This is an optimization exercise on Yosys and OpenROAD, whose aim is a short achievable clock period and few clock cycles per item, not a production implementation. Only simulation tests tie the RTL to the original design; equivalence was not proved. Power is estimated from default activity; no workload was simulated.

==> flow/standard.sh <==
#!/bin/bash
# synth_recipe.tcl (not shown) runs the flow's synth.tcl, then flattens the netlist and writes it again
# the make line also repeats each setting of config.mk as NAME=value (left out here)
make -C /OpenROAD-flow-scripts/flow DESIGN_CONFIG=/design/flow/config.mk WORK_HOME=/design/flow/orfs CLKGATE_MAP_FILE= SYNTH_SCRIPT=/design/flow/synth_recipe.tcl "${@:-finish}"
==> flow/constraint.sdc <==
create_clock -name core_clock -period 7.0 [get_ports {clk_i}]
set_input_delay 1.4000 -clock core_clock [delete_from_list [all_inputs] [get_ports {clk_i}]]
set_output_delay 1.4000 -clock core_clock [all_outputs]
set_load 0.01 [all_outputs]
==> flow/design.v <==
package ooo_pkg;
    localparam int XLEN   = 32;
    localparam int REG_AW = 5;
    localparam logic [6:0] OPC_OP     = 7'b0110011;
    localparam logic [6:0] OPC_OP_IMM = 7'b0010011;
    localparam logic [3:0] ALU_ADD = 4'd0;
    localparam logic [3:0] ALU_SUB = 4'd1;
    localparam logic [3:0] ALU_AND = 4'd2;
    localparam logic [3:0] ALU_OR  = 4'd3;
    localparam logic [3:0] ALU_XOR = 4'd4;
    localparam logic [3:0] ALU_SLT = 4'd5;
    localparam logic [3:0] ALU_SLL = 4'd6;
    localparam logic [3:0] ALU_SRL = 4'd7;
endpackage
module alu_exec (
    input  logic [4:0]               op_i,    
    input  logic                     and_i,   
    input  logic [ooo_pkg::XLEN-1:0] a_i,
    input  logic [ooo_pkg::XLEN-1:0] b_i,
    output logic [ooo_pkg::XLEN-1:0] sum_o,
    output logic [ooo_pkg::XLEN-1:0] diff_o,
    output logic [ooo_pkg::XLEN-1:0] other_o
);
    localparam int XLEN = ooo_pkg::XLEN;
    logic            slt;
    logic [XLEN-1:0] sll;
    logic [XLEN-1:0] srl;
    logic [XLEN-1:0] lgc;
    assign sum_o  = a_i + b_i;
    assign diff_o = a_i - b_i;
    assign sll    = a_i << b_i[4:0];
    assign srl    = a_i >> b_i[4:0];
    assign slt    = $signed(a_i) < $signed(b_i);
    assign lgc    = and_i ? (a_i & b_i) : (a_i | b_i);
    assign other_o = ({XLEN{op_i[0]}} & sll)
                   | ({XLEN{op_i[1]}} & {{(XLEN-1){1'b0}}, slt})
                   | ({XLEN{op_i[2]}} & (a_i ^ b_i))
                   | ({XLEN{op_i[3]}} & srl)
                   | ({XLEN{op_i[4]}} & lgc);
endmodule
module ooo_core (
    input  logic                       clk_i,
    input  logic                       arst_n_i,
    output logic [ooo_pkg::XLEN-1:0]   inst_addr_o,
    output logic                       inst_ce_o,
    input  logic [ooo_pkg::XLEN-1:0]   inst_i,
    output logic                       commit_valid_o,
    output logic [ooo_pkg::XLEN-1:0]   commit_pc_o,
    output logic [ooo_pkg::REG_AW-1:0] commit_rd_o,
    output logic [ooo_pkg::XLEN-1:0]   commit_value_o
);
    localparam int XLEN   = ooo_pkg::XLEN;
    localparam int REG_AW = ooo_pkg::REG_AW;
    localparam int NREGS  = 1 << REG_AW;
    localparam int R_SUM  = 0;
    localparam int R_DIFF = 1;
    localparam int R_OTH  = 2;
    logic [XLEN-1:0] pc_q;
    logic            ce_q;
    logic            flight_q;
    assign inst_ce_o   = ce_q;
    assign inst_addr_o = pc_q;
    always_ff @(posedge clk_i or negedge arst_n_i) begin
        if (!arst_n_i) begin
            pc_q     <= '0;
            ce_q     <= 1'b1;
            flight_q <= 1'b0;
        end else begin
            pc_q     <= pc_q + 32'd4;
            ce_q     <= 1'b1;
            flight_q <= 1'b1;
        end
    end
    logic              d_valid_q;
    logic [XLEN-1:0]   ir_q;
    always_ff @(posedge clk_i or negedge arst_n_i) begin
        if (!arst_n_i) begin
            d_valid_q <= 1'b0;
        end else begin
            d_valid_q <= flight_q;
        end
    end
    always_ff @(posedge clk_i) begin
        ir_q <= inst_i;
    end
    logic              is_op;
    logic              is_imm;
    logic [REG_AW-1:0] rs1;
    logic [REG_AW-1:0] rs2;
    logic [REG_AW-1:0] rd;
    logic [XLEN-1:0]   imm;
    logic [2:0]        cls;
    logic [4:0]        op;
    assign is_op  = (ir_q[6:0] == ooo_pkg::OPC_OP);
    assign is_imm = (ir_q[6:0] == ooo_pkg::OPC_OP_IMM);
    assign rs1    = ir_q[19:15];
    assign rs2    = ir_q[24:20];
    assign rd     = (is_op || is_imm) ? ir_q[11:7] : '0;
    assign imm    = {{(XLEN-12){ir_q[31]}}, ir_q[31:20]};
    always_comb begin
        case (ir_q[14:12])
            3'b000:  cls = (is_op && ir_q[30]) ? 3'b010 : 3'b001;
            3'b011:  cls = 3'b001;
            default: cls = 3'b100;
        endcase
        case (ir_q[14:12])
            3'b001:  op = 5'b00001;
            3'b010:  op = 5'b00010;
            3'b100:  op = 5'b00100;
            3'b101:  op = 5'b01000;
            3'b110:  op = 5'b10000;
            3'b111:  op = 5'b10000;
            default: op = 5'b00000;
        endcase
    end
    logic              e_valid_q;
    logic [REG_AW-1:0] e_rd_q;
    logic [2:0]        e_cls_q;
    logic              w_valid_q;
    logic [REG_AW-1:0] w_rd_q;
    logic [2:0]        w_cls_q;
    logic [XLEN-1:0]   w_sum_q;
    logic [XLEN-1:0]   w_diff_q;
    logic [XLEN-1:0]   w_oth_q;
    logic [XLEN-1:0]   w_value;
    logic [XLEN-1:0]   regs [NREGS];
    assign w_value = ({XLEN{w_cls_q[R_SUM]}}  & w_sum_q)
                   | ({XLEN{w_cls_q[R_DIFF]}} & w_diff_q)
                   | ({XLEN{w_cls_q[R_OTH]}}  & w_oth_q);
    logic              e_hit1;
    logic              e_hit2;
    logic              w_hit1;
    logic              w_hit2;
    logic [XLEN-1:0]   a_d;
    logic [XLEN-1:0]   b_d;
    assign e_hit1 = e_valid_q && (e_rd_q == rs1) && (rs1 != '0);
    assign e_hit2 = e_valid_q && (e_rd_q == rs2) && (rs2 != '0) && !is_imm;
    assign w_hit1 = w_valid_q && (w_rd_q == rs1) && (rs1 != '0);
    assign w_hit2 = w_valid_q && (w_rd_q == rs2) && (rs2 != '0);
    always_comb begin
        if (rs1 == '0 || e_hit1) begin
            a_d = '0;
        end else if (w_hit1) begin
            a_d = w_value;
        end else begin
            a_d = regs[rs1];
        end
        if (is_imm) begin
            b_d = imm;
        end else if (rs2 == '0 || e_hit2) begin
            b_d = '0;
        end else if (w_hit2) begin
            b_d = w_value;
        end else begin
            b_d = regs[rs2];
        end
    end
    logic [4:0]      e_op_q;
    logic            e_and_q;
    logic [XLEN-1:0] e_a_q;
    logic [XLEN-1:0] e_b_q;
    logic [2:0]      e_fwd1_q;
    logic [2:0]      e_fwd2_q;
    logic [XLEN-1:0] e_a;
    logic [XLEN-1:0] e_b;
    logic [XLEN-1:0] e_sum;
    logic [XLEN-1:0] e_diff;
    logic [XLEN-1:0] e_oth;
    always_ff @(posedge clk_i or negedge arst_n_i) begin
        if (!arst_n_i) begin
            e_valid_q <= 1'b0;
        end else begin
            e_valid_q <= d_valid_q;
        end
    end
    always_ff @(posedge clk_i) begin
        e_rd_q   <= rd;
        e_cls_q  <= cls;
        e_op_q   <= op;
        e_and_q  <= ir_q[12];
        e_a_q    <= a_d;
        e_b_q    <= b_d;
        e_fwd1_q <= e_hit1 ? e_cls_q : 3'b000;
        e_fwd2_q <= e_hit2 ? e_cls_q : 3'b000;
    end
    assign e_a = e_a_q
               | ({XLEN{e_fwd1_q[R_SUM]}}  & w_sum_q)
               | ({XLEN{e_fwd1_q[R_DIFF]}} & w_diff_q)
               | ({XLEN{e_fwd1_q[R_OTH]}}  & w_oth_q);
    assign e_b = e_b_q
               | ({XLEN{e_fwd2_q[R_SUM]}}  & w_sum_q)
               | ({XLEN{e_fwd2_q[R_DIFF]}} & w_diff_q)
               | ({XLEN{e_fwd2_q[R_OTH]}}  & w_oth_q);
    alu_exec u_alu (
        .op_i(e_op_q), .and_i(e_and_q), .a_i(e_a), .b_i(e_b),
        .sum_o(e_sum), .diff_o(e_diff), .other_o(e_oth)
    );
    always_ff @(posedge clk_i or negedge arst_n_i) begin
        if (!arst_n_i) begin
            w_valid_q <= 1'b0;
        end else begin
            w_valid_q <= e_valid_q;
        end
    end
    always_ff @(posedge clk_i) begin
        w_rd_q   <= e_rd_q;
        w_cls_q  <= e_cls_q;
        w_sum_q  <= e_sum;
        w_diff_q <= e_diff;
        w_oth_q  <= e_oth;
        if (w_valid_q && w_rd_q != '0) begin
            regs[w_rd_q] <= w_value;
        end
    end
    logic              c_valid_q;
    logic [XLEN-1:0]   c_pc_q;
    logic [REG_AW-1:0] c_rd_q;
    logic [XLEN-1:0]   c_value_q;
    always_ff @(posedge clk_i or negedge arst_n_i) begin
        if (!arst_n_i) begin
            c_valid_q <= 1'b0;
            c_pc_q    <= '0;
        end else begin
            c_valid_q <= w_valid_q;
            if (c_valid_q) begin
                c_pc_q <= c_pc_q + 32'd4;
            end
        end
    end
    always_ff @(posedge clk_i) begin
        c_rd_q    <= w_rd_q;
        c_value_q <= w_value;
    end
    assign commit_valid_o = c_valid_q;
    assign commit_pc_o    = c_pc_q;
    assign commit_rd_o    = c_rd_q;
    assign commit_value_o = c_value_q;
endmodule
==> flow/flow/abc_speed.script <==
strash
dch
map -D 1200
buffer -p
upsize -D 1200
dnsize -D 1200
==> flow/flow/run.sh <==
#!/bin/bash
# The standard layout (standard.sh), with one change to synthesis: the
# combinational logic is mapped by ABC with a delay-driven script
# (flow/abc_speed.script) and without Yosys's full-adder extraction.
# Registers are mapped before ABC, as in the standard synthesis, so the
# registers, their names and cell types are the standard synthesis's.
set -euo pipefail
here=$(pwd)
rm -rf "$here/scripts"
cp -r "$FLOW_HOME/scripts" "$here/scripts"
cp "$here/flow/abc_speed.script" "$here/scripts/abc_speed.script"
bash standard.sh SCRIPTS_DIR="$here/scripts" ADDER_MAP_FILE= synth > "$here/synth.log" 2>&1
bash standard.sh SCRIPTS_DIR="$here/scripts" > "$here/layout.log" 2>&1
==> flow/config.mk <==
export PLATFORM = sky130hd
export DESIGN_NAME = ooo_core
export DESIGN_NICKNAME = ooo_core
export VERILOG_FILES = /design/flow/design.v
export SDC_FILE = /design/flow/constraint.sdc
export NUM_CORES = 4
export LEC_CHECK = 0
export CAP_MARGIN = 20
export CORE_MARGIN = 2
export CORE_UTILIZATION = 40
export SETUP_SLACK_MARGIN = 4.6
export SLEW_MARGIN = 20
export TNS_END_PERCENT = 100
==> run_results.csv, run 1 <==
group,metric,value,unit
clock_network,numClockSinks,1346,
drt,antenna_left,0,
grt,grt_busiest_layer,"met2",
yosys,syn_area,67600,um^2
drt,wl_per_cell,34.4,um
critical_path,cp_cell_sequence,"buf_12 > a22oi_2 > buf_4 > nand2_8 > clkbuf_16 > buf_12 > nand2_1 > nand3_1 > o21ai_1 > nand2_1 > o21ai_1 > o21ai_1 > o211ai_1",
drt,viasPerCell,6.87,
clock_network,insertion_delay,0.83,ns
critical_path,worst_r2r_path_depth,13,
grt,grt_antenna_before_repair,20,
min_path,hold_end,"d_valid_q$_DFF_PN0_",
run_status,status,"no timing/DRC/antenna violations",
pwr,vdd_drop_max,0.227,mV
pwr,power_density,272,nW/um^2
drt,drtPass1Iterations,14,
die,rows,150,
yosys,synth_warnings,1,
critical_path,critPathCaptureType,"flip-flop",
finish,drive_above_1_share,0.261,
timing,fin_skew,0.0416,ns
critical_path,crit_slowest_cell,"o211ai_1",
finish,fin_nets,7921,
timing,tightestPinTransition,1.17,ns
timing,timing.final.hold_violations,0,
critical_path,cp.buffers_inverters,4,
placed_design,placed_area,71000,um^2
timing,finalSetupViolCount,0,
finish,final_common_cell,"nor2_1",
timing,finalCriticalPeriod,2.97,ns
grt,use_met2,0.528,
yosys,async_reset_ff_frac,0.0483,
finish,most-common-layout-cells,"nor2_1, o21ai_0, edfxtp_1",
die,start_util,0.404,
die,fp.dieArea,172000,um^2
timing,rsz0062_at_grt,"true",
critical_path,cp_top_family,"compound AO/OA/AOI/OAI gates",
grt,met1_usage,0.481,
grt,grt_pass1_vias,62528,
critical_path,ff2ff_setup_slack,4.03,ns
die,die_h,415,um
die,dieWidth,415,um
drt,drtIter0Drc,13409,
clock_network,clk_pin_slew,0.06,ns
yosys,ys_seq_elements,1346,
grt,grt_start_max_net_pins,107,
grt,grt_first_pass_wirelength,462,mm
finish,multiInputGateArea,32400,um^2
finish,fill_cells,14282,
critical_path,cp.required,7.62,ns
min_path,min_path_type,"flip-flop to flip-flop",
grt,use_met3,0.123,
yosys,synth_seq_area_share,0.555,
critical_path,reg2reg_to,"w_oth_q[18]$_DFF_P_",
clock_network,clockBufferDepth,3,
grt,overflow,0,
critical_path,r2r-start,"e_fwd2_q[0]$_SDFF_PN0_",
yosys,synth_flop_cell,"edfxtp_1",
clock_network,htree_levels,4,
critical_path,critPathKind,"flip-flop to flip-flop",
drt,drc,0,
critical_path,startpoint_type,"flip-flop",
clock_network,cts_buffers,152,
clock_network,cts_hold_buf,0,
die,core,168000,um^2
die,ios,137,
yosys,yosysUniqueCellTypes,82,
clock_network,cts_tree,"yes",
finish,final_util,0.535,
min_path,worstHoldPathCells,0,
yosys,synthCells,7320,
timing,min_period_over_period,0.425,
yosys,synth_area_per_cell,9.24,um^2
min_path,hp-start,"flight_q$_DFF_PN0_",
timing,finalSetupTns,0,ns
clock_network,root_buffer,"clkbuf_16",
placed_design,finalWeightedCongestion,1.08,
drt,vias,70348,
job,cap_viol_max_count,0,
timing,slew_headroom,0.220,
critical_path,worstPathMaxFanout,6,
finish,ff_latch_area,37700,um^2
critical_path,crit_top_cell,"o21ai_1",
placed_design,portBuffers,131,
grt,grt.total_usage,0.372,
finish,design_area,89700,um^2
yosys,synth_edf_count,1024,
pwr,leakage,0.0323,uW
finish,area_delta_synth_final,32.6,%
critical_path,cpPeakStageDelay,0.70,ns
critical_path,cp.arrival,3.59,ns
timing,max_clock_freq,336,MHz
placed_design,place_hpwl,176,mm
timing,drv_slew,0,
drt,routed_wirelength,353,mm
## routing by layer
metal / wire [um] / up-vias / share of wire
met1: 122000 / 33928 / 0.34
met4: 30000 / 16 / 0.085
met2: 143000 / 6607 / 0.41
li1: - / 28046 / -
met3: 57700 / 1751 / 0.16
met5: 101 / - / 0.00029
## synthesized netlist by cell type (6+ instances only)
library cell,instances,area [um^2]
o211ai_1,103,773
mux2i_1,15,150
nand4_1,59,369
dfxtp_1,257,5140
nand2_2,18,113
buf_4,15,113
o21a_1,17,128
a32o_1,72,721
a22oi_1,50,375
a221oi_1,19,166
xnor2_1,13,114
a21oi_1,389,1950
nor4_1,13,81.3
a22oi_2,10,125
a32oi_1,17,149
a31oi_1,60,375
nor2_2,13,81.3
and3_1,9,56.3
xor2_1,79,692
and2_1,27,169
a21boi_1,7,52.6
a211oi_1,11,82.6
o2111ai_1,14,123
clkbuf_1,488,1830
buf_6,16,180
o21ai_1,33,165
dfrtp_1,65,1630
buf_1,7,26.3
nand2_1,846,3180
o22ai_1,294,1840
o221ai_1,206,1800
or2_2,11,68.8
buf_2,33,165
o21ai_0,1251,6260
inv_1,169,634
nand3_2,6,60.1
nor2_1,1225,4600
a21oi_2,17,149
nand3b_1,11,82.6
edfxtp_1,1024,30700
nand3_1,204,1020
o21bai_1,7,52.6
nor3_1,26,130
inv_2,12,45.0
## worst reg2reg max path: stages (launching register included)
cell and delay, ns:
dfxtp_4 0.35, buf_12 0.14, a22oi_2 0.20, buf_4 0.17
nand2_8 0.09, clkbuf_16 0.16, buf_12 0.14, nand2_1 0.14
nand3_1 0.08, o21ai_1 0.15, nand2_1 0.10, o21ai_1 0.16
o21ai_1 0.17, o211ai_1 0.70
## flip-flops by register name, summed over array words and instances (netlist names), 30 cells and up
signal	flops
c_pc_q	30
w_sum_q	32
pc_q	30
e_b_q	32
e_a_q	32
ir_q	32
c_value_q	32
regs	1024
w_oth_q	32
w_diff_q	32
## per-stage QoR
step                setup WS (ns)  power, uW  hold slack, ns  std cells
floorplan                    4.09      12100           0.329       7356
finish                       4.03      24400           0.349      10243
detailed placement           2.85      14000           0.337       9268
global route                 4.07      24900           0.364      10221
global placement             2.85      14000           0.336       9264
CTS                          4.16      23100           0.351       9953
## power by group
group	switching (uW)	internal, uW
combinational	4200	2250
sequential	592	9350
clock	3480	4550
## worst max path at each step
| stage | depth (start not counted) | startpoint | endpoint |
|---|---|---|---|
| 2_1_floorplan | 7 | w_rd_q[3]$_DFF_P_ | regs[12][0]$_DFFE_PP_ |
| 4_1_cts | 1 | c_pc_q[13]$_DFFE_PN0P_ | commit_pc_o[13] |
| 3_3_place_gp | 9 | ir_q[21]$_DFF_P_ | e_b_q[12]$_DFF_P_ |
| 5_1_grt | 15 | e_fwd2_q[0]$_SDFF_PN0_ | w_oth_q[20]$_DFF_P_ |
| 3_5_place_dp | 9 | ir_q[21]$_DFF_P_ | e_b_q[12]$_DFF_P_ |
| 6_report | 13 | e_fwd2_q[0]$_SDFF_PN0_ | w_oth_q[18]$_DFF_P_ |
## final cells by class
type | instances | area share
Antenna cell | 22 | 0.000614
Clock buffer | 215 | 0.0477
Clock inverter | 69 | 0.00745
Inverter | 186 | 0.00989
Multi-Input combinational cell | 5270 | 0.362
Sequential cell | 1346 | 0.420
Tap cell | 2204 | 0.0307
Timing Repair Buffer | 920 | 0.121
Timing Repair inverter | 11 | 0.00119
## kinds of logic (layout without fill, tap and decap cells)
| logic type | after synthesis | after routing | synth area share |
|---|---|---|---|
| buffers and inverters | 747 | 1401 | 0.0449 |
| AND/OR/NAND/NOR | 2503 | 2508 | 0.153 |
| other | 2 | 60 | 0.000111 |
| multiplexers | 15 | 15 | 0.00222 |
| XOR/XNOR | 94 | 94 | 0.0126 |
| flip-flops | 1346 | 1346 | 0.555 |
| AO/OA/AOI/OAI | 2613 | 2615 | 0.232 |
## repair_timing
item / 4_1_cts / 5_1_grt
pin swaps: 147 / 281
setup buffers: 336 / 224
gates cloned: 65 / 43
setup endpoints to repair: 1260 / 654
resized for setup: 1501 / 649
Testbench counts, summed over its fixed seeds: cycles 32,288, insts 32,248.
==> inputs of run 2 (changes only) <==
==> flow/run.sh (new file) <==
#!/bin/bash
# synth_recipe.tcl (not shown) runs the flow's synth.tcl, then flattens the netlist and writes it again
# the make line also repeats each setting of config.mk as NAME=value (left out here)
make -C /OpenROAD-flow-scripts/flow DESIGN_CONFIG=/design/flow/config.mk WORK_HOME=/design/flow/orfs CLKGATE_MAP_FILE= SYNTH_SCRIPT=/design/flow/synth_recipe.tcl finish
--- a/flow/config.mk
+++ b/flow/config.mk
@@ -5,6 +5,7 @@
 export SDC_FILE = /design/flow/constraint.sdc
 export NUM_CORES = 4
 export LEC_CHECK = 0
+export ABC_CLOCK_PERIOD_IN_PS = 2000
 export CAP_MARGIN = 20
 export CORE_MARGIN = 2
 export CORE_UTILIZATION = 40
removed: flow/flow/run.sh
removed: flow/flow/abc_speed.script
removed: flow/standard.sh
==> run 2 against run 1 <==
  * Die area shrank 3.5%
  * Highest routed layer unchanged
  * Non-clock buffer count is 154 lower
  * Routed wire length fell by 35%
  * Design area is 5.3% lower
==> run_results.csv, run 2 <==
group,metric,value,unit
timing,timing.final.hold_violations,0,
drt,vias,44938,
drt,antenna_left,0,
drt,wl_per_cell,32.1,um
grt,met1_usage,0.375,
grt,grt_start_max_net_pins,66,
clock_network,cts_buffers,150,
finish,area_delta_synth_final,30.3,%
critical_path,cp.required,7.73,ns
timing,holdWs,0.351,ns
yosys,synth_edf_count,1024,
yosys,yosysMostFrequentCell,"edfxtp_1",
yosys,synth_top_family_by_area,"multiplexers",
die,start_util,0.402,
finish,regMostFlops,"regs",
die,die_h,408,um
timing,min_period_over_period,0.494,
yosys,synth_compound_area_frac,0.0549,
yosys,yosysUniqueCellTypes,84,
critical_path,startpoint_type,"flip-flop",
grt,use_met2,0.430,
timing,finalSetupTns,0,ns
critical_path,cp_cell_sequence,"buf_12 > buf_12 > a21oi_4 > nand3_2 > ha_4 > or2b_4 > a31oi_4 > o311ai_4 > o21ai_2 > a221oi_2 > a41oi_2 > a221o_1 > nor4b_2 > a311o_1",
grt,grt_pass1_vias,43713,
clock_network,cts_tree,"yes",
finish,fin_nets,5008,
placed_design,finalWeightedCongestion,0.934,
placed_design,portBuffers,131,
pwr,leakage,0.0300,uW
clock_network,root_buffer,"clkbuf_16",
yosys,synthTopCellsByCount,"edfxtp_1, mux4_2, nand2_1, dfxtp_1, nor2_1",
critical_path,critPathCaptureType,"flip-flop",
finish,drive_above_1_share,0.444,
yosys,synth_warnings,1,
finish,final_common_cell,"edfxtp_1",
clock_network,clockBufferDepth,3,
drt,viasPerCell,6.27,
critical_path,crit_slowest_cell,"a221o_1",
pwr,power_density,275,nW/um^2
yosys,synth_flop_cell,"edfxtp_1",
grt,use_met3,0.0501,
grt,grt_antenna_before_repair,7,
critical_path,critPathKind,"flip-flop to flip-flop",
grt,grt_busiest_layer,"met2",
die,fp.dieArea,166000,um^2
grt,overflow,0,
yosys,syn_area,65200,um^2
timing,drv_slew,0,
die,ios,137,
yosys,synthCells,4218,
finish,largest_reg_flops,1024,
timing,tightestPinTransition,0.991,ns
yosys,synthXorXnorAreaFrac,0.0172,
drt,drc,0,
job,cap_viol_max_count,0,
pwr,vdd_drop_max,0.260,mV
timing,finalCriticalPeriod,3.46,ns
timing,max_clock_freq,289,MHz
yosys,synth_area_per_cell,15.5,um^2
grt,grt_first_pass_wirelength,323,mm
timing,fin_skew,0.0421,ns
critical_path,worstPathMaxFanout,6,
yosys,muxShareOfSynthArea,0.252,
yosys,synth_fa_ha_area_frac,0.0196,
drt,drtPass1Iterations,9,
die,rows,148,
drt,routed_wirelength,230,mm
clock_network,clk_pin_slew,0.06,ns
yosys,synth_seq_area_share,0.575,
timing,rsz0062_at_grt,"true",
timing,slew_headroom,0.338,
drt,drtIter0Drc,6889,
critical_path,cpPeakStageDelay,0.44,ns
clock_network,insertion_delay,0.81,ns
die,dieWidth,408,um
run_status,status,"no timing/DRC/antenna violations",
critical_path,cp.arrival,4.19,ns
clock_network,htree_levels,4,
yosys,ys_seq_elements,1345,
grt,grt.total_usage,0.269,
timing,finalSetupViolCount,0,
critical_path,crit_top_cell,"buf_12",
placed_design,place_hpwl,124,mm
yosys,synth_top_area_share,0.471,
min_path,min_path_type,"flip-flop to flip-flop",
yosys,async_reset_ff_frac,0.0483,
finish,most-common-layout-cells,"edfxtp_1, mux4_2, buf_4",
die,core,162000,um^2
yosys,synth-simple-area-share,0.0558,
yosys,synth_top_area_cell,"edfxtp_1",
clock_network,numClockSinks,1345,
yosys,synth_area_leaders,"edfxtp_1, mux4_2, dfxtp_1",
-- run 2: cell types whose count changed after synthesis, sizes merged, moves of 76 or more --
cell | before | now
mux4 | 0 | 640
o211ai | 106 | 14
o221ai | 209 | 7
nand2 | 867 | 354
nor2 | 1242 | 221
a21oi | 406 | 207
inv | 181 | 104
clkbuf | 489 | 195
mux2i | 15 | 194
xnor2 | 14 | 90
nand3 | 210 | 84
ha | 0 | 99
o21ai | 1285 | 128
o22ai | 294 | 2
-- run 2: final timing paths --
| check | startpoint | to | slack (ns) | cells past startpoint |
|---|---|---|---|---|
| worst max-delay path | e_fwd2_q[0]$_SDFF_PN0_ | w_diff_q[31]$_DFF_P_ | 3.54 | 14 |
| worst min-delay path | flight_q$_DFF_PN0_ | d_valid_q$_DFF_PN0_ | 0.35 | 0 |
| min in group asynchronous | arst_n_i | c_pc_q[26]$_DFFE_PN0P_ | 0.80 | 2 |
| worst min register to register | flight_q$_DFF_PN0_ | d_valid_q$_DFF_PN0_ | 0.35 | 0 |
| max in group asynchronous | arst_n_i | pc_q[22]$_DFF_PN0_ | 5.58 | 2 |
| worst max register to register | e_fwd2_q[0]$_SDFF_PN0_ | w_diff_q[31]$_DFF_P_ | 3.54 | 14 |
-- run 2: metrics by stage --
| step | total power [uW] | cell area [um^2] | setup WS, ns | util | instances |
|---|---|---|---|---|---|
| final | 23300 | 85000 | 3.54 | 0.523 | 7171 |
| after detailed placement | 13700 | 69500 | 2.69 | 0.428 | 6370 |
| after global routing | 24000 | 85000 | 3.50 | 0.523 | 7171 |
| after CTS | 22700 | 82200 | 3.58 | 0.506 | 7033 |
| after global placement | 13700 | 69500 | 2.69 | 0.428 | 6366 |
| after floorplan | 12300 | 65900 | 3.83 | - | 4254 |
-- run 2: layer usage --
metal  vias to the layer above  wire length [um]
met2                      2738            109000
met4                         6              8300
met3                       495             23300
met5                         -                43
li1                      18139                 -
met1                     23560             89700
-- run 2: kinds of logic (layout without fill, tap and decap cells) --
kind of cell             count (synthesis)  in the layout
other                                    2             39
buffers and inverters                  407           1147
adder cells (fa/ha/maj)                101            101
multiplexers                           842            842
AND/OR/NAND/NOR                        817            817
flip-flops                            1345           1345
AO/OA/AOI/OAI                          576            577
XOR/XNOR                               128            128
-- run 2: report_power, final --
part / switching, uW / internal, uW
Sequential: 404 / 9400
Combinational: 3140 / 2360
Clock: 3340 / 4680
Total: 6880 / 16400
-- run 2: layout make-up --
class | instances | area, um^2
Fill cell | 13018 | 77400
Sequential cell | 1345 | 37600
Multi-Input combinational cell | 2503 | 29700
Timing Repair Buffer | 766 | 9500
Clock buffer | 201 | 4170
Tap cell | 2175 | 2720
Clock inverter | 73 | 773
Inverter | 104 | 432
Timing Repair inverter | 3 | 26.3
Antenna cell | 1 | 2.50
-- run 2: worst max-delay path, delay by kind of cell (launching register included) --
family,cells,cell delay [ns]
compound gates,8,1.85
flops,1,0.38
simple gates,3,0.54
fa+ha+maj,1,0.33
buf+inv,2,0.29
-- run 2: repair_timing --
action	4_1_cts	5_1_grt
resized for setup	1176	309
pin swaps	140	130
hold endpoints to repair	0	0
setup buffers	310	128
cloned	79	9
setup endpoints to repair	1217	403
hold buffers	0	0

-- static timing again, ports no longer ideal --
How much do the figures lean on ideal ports? The routed layouts below were timed once more, with nothing changed but the port constraints. Step 1, drivers: a clkbuf_16 drives clk_i and a buf_2 each remaining input, both assumed. Step 2 adds t to the input delays and takes it off the output delays; t is the mean of the earliest and latest rising clock arrival at the registers after step 1. Input paths then give back, and output paths get back, about the clock's delay inside the block. a / b / c = ideal ports / drivers / drivers and shift; a / b = the first two.
run | t, ns | slack for setup (ns) | worst slew at a driven data input, ns
run 1 | 0.908 | 4.027 / 4.027 / 4.027 | 0.08
run 2 | 0.869 | 3.540 / 3.540 / 3.540 | 0.07
After both steps setup and hold are still met in every run listed.
